What follows belongs to an exercise in optimizing a design on an open flow for small area, a short achievable clock period and few clock cycles; a production flow would make more cautious choices. Function was checked by simulation only, so behaviour that the tests miss may differ from the original. Power figures rest on the tool's default switching activity, not on a simulated workload.

==> flow/design.v (excerpt) <==
module row_damage_span_tracker (
    input  logic                          clk,
    input  logic                          rst_n,
    input  logic                          start,
    output logic                          busy,
    input  logic [29:0]                   item,
    output logic                          result_valid,
    output logic [29:0]                   result,
    input  logic                          psel,
    input  logic                          penable,
    input  logic                          pwrite,
    input  logic [rdst_pkg::PADDR_W-1:0]  paddr,
    input  logic [rdst_pkg::DATA_W-1:0]   pwdata,
    output logic [rdst_pkg::DATA_W-1:0]   prdata,
    output logic                          pready
);
For scale: about 1,800 flip-flops, about 140 I/O pins.
make LEC_CHECK=0 ABC_CLOCK_PERIOD_IN_PS=2700 CAP_MARGIN=20 CORE_MARGIN=2 CORE_UTILIZATION=55 CTS_CLUSTER_DIAMETER=80 CTS_CLUSTER_SIZE=25 SETUP_SLACK_MARGIN=2.3 SLEW_MARGIN=20 finish   # period 5.0 ns
run.sh (not shown) runs the stock make flow with config.mk's settings and CLKGATE_MAP_FILE= SYNTH_SCRIPT=/design/flow/synth_recipe.tcl, a recipe that flattens the netlist after the stock synthesis.
Testbench counts at the start, summed over its fixed seeds: cycles 4,445.
Change:
- ABC_AREA: default -> 1
- CORE_UTILIZATION: 55 -> 40
Result: The changed run went through all stages and came out clean. Worst setup slack improved by 110 ps. Utilization shrinks by 19 points. Synthesized area climbs by a few percent. Total power fell by about a fifth. Cell area came out higher by a few percent. Hold slack got worse by 11 ps. Critical path depth stays the same. Sequential cell count does not change. Die area rose by well over a third. Via count rises by roughly a tenth. Non-clock buffer count falls by 103.
Change:
- ABC_CLOCK_PERIOD_IN_PS: 2700 -> 2600
- SETUP_SLACK_MARGIN: 2.3 -> 2.4
=> The changed run ran to the end with no violations; global-route usage went down by 0.53 points; design area went up by 0.73%; final cell count barely changes; hold slack is better by 78 ps.

========
Starting RTL as in the previous note.
Design row_damage_span_tracker, start of the top module:
module row_damage_span_tracker (
    input  logic                          clk,
    input  logic                          rst_n,
    input  logic                          start,
    output logic                          busy,
    input  logic [29:0]                   item,
    output logic                          result_valid,
    output logic [29:0]                   result,
    input  logic                          psel,
    input  logic                          penable,
    input  logic                          pwrite,
    input  logic [rdst_pkg::PADDR_W-1:0]  paddr,
    input  logic [rdst_pkg::DATA_W-1:0]   pwdata,
    output logic [rdst_pkg::DATA_W-1:0]   prdata,
    output logic                          pready
);
    localparam int NR = rdst_pkg::MAX_ROWS;
    function automatic logic lt10(input logic [9:0] a, input logic [9:0] b);
        logic [9:0] l;
        logic [9:0] e;
        logic [4:0] l1;
        logic [4:0] e1;
        logic       l2a;
        logic       e2a;
        logic       l2b;
        logic       e2b;
        logic       l3;
        logic       e3;
        for (int i = 0; i < 10; i++)
        begin
            l[i] = ~a[i] & b[i];
            e[i] = ~(~a[i] & b[i]) & ~(a[i] & ~b[i]);
        end
        for (int i = 0; i < 5; i++)
        begin
            l1[i] = l[2*i+1] | (e[2*i+1] & l[2*i]);
  ...
export LEC_CHECK = 0
export ABC_CLOCK_PERIOD_IN_PS = 2700
export CAP_MARGIN = 10
export CORE_MARGIN = 2
export CORE_UTILIZATION = 40
export CTS_CLUSTER_DIAMETER = 80
export CTS_CLUSTER_SIZE = 25
export SETUP_SLACK_MARGIN = 2.3
export SLEW_MARGIN = 10
create_clock -name core_clock -period 5.0 [get_ports {clk}]
Testbench counts at the start, summed over its fixed seeds: cycles 4,445.
Then changed:
--- a/flow/config.mk
+++ b/flow/config.mk
@@ -9 +9 @@
-export CAP_MARGIN = 10
+export CAP_MARGIN = 20
@@ -15 +15 @@
-export SLEW_MARGIN = 10
+export SLEW_MARGIN = 20
What happened: Wire length is about the same; cell count is about the same; count of clock-buffer cells in the layout is unchanged; power stays flat; non-clock buffer count is unchanged.
Then changed:
--- a/flow/config.mk
+++ b/flow/config.mk
@@ -15,0 +16 @@
+export TNS_END_PERCENT = 5
Result: Die area does not change. Total power shrinks by a few percent. Clock power increases by a few percent. Design area shrinks by a few percent. Worst hold slack gets worse by 0.088 ns. Setup slack degrades by 0.22 ns. Via count falls by a few percent. Critical path depth falls by 2. Maximum frequency came out lower by a little under a tenth. Routed wire length decreases by a few percent.

==> separate check: timing with driven ports <==
The flow's constraints put no driver on any port. The routed layouts listed below were extracted and timed again, unchanged, in two steps. Step 1 assumes that a clkbuf_16 drives the clock port and a buf_2 every other input. Step 2 adds t to the input delays and takes it off the output delays; t is the mean of the earliest and latest rising clock arrival at the registers after step 1. Input paths then give back, and output paths get back, about the clock's delay inside the block. Three values: no drivers, after step 1, after step 2; two values: the first two.
run | shift t [ns] | setup slack, ns | cell pins on the clock port's net
the first run of note 1 | 0.834 | 2.079 / 2.079 / 1.595 | 1
the second run of note 1 | 0.868 | 2.194 / 2.194 / 1.675 | 1
the third run of note 1 | 0.872 | 2.231 / 2.136 / 1.674 | 1
the first run of note 2 | 0.860 | 2.079 / 2.079 / 1.445 | 1
the second run of note 2 | 0.859 | 2.076 / 2.076 / 1.447 | 1
the third run of note 2 | 0.863 | 1.853 / 1.853 / 1.480 | 1
After both steps every run listed still meets setup and hold. For the first run of note 2, which loses most, drivers alone change the setup slack by 0.000 ns; drivers and shift together by -0.634 ns.
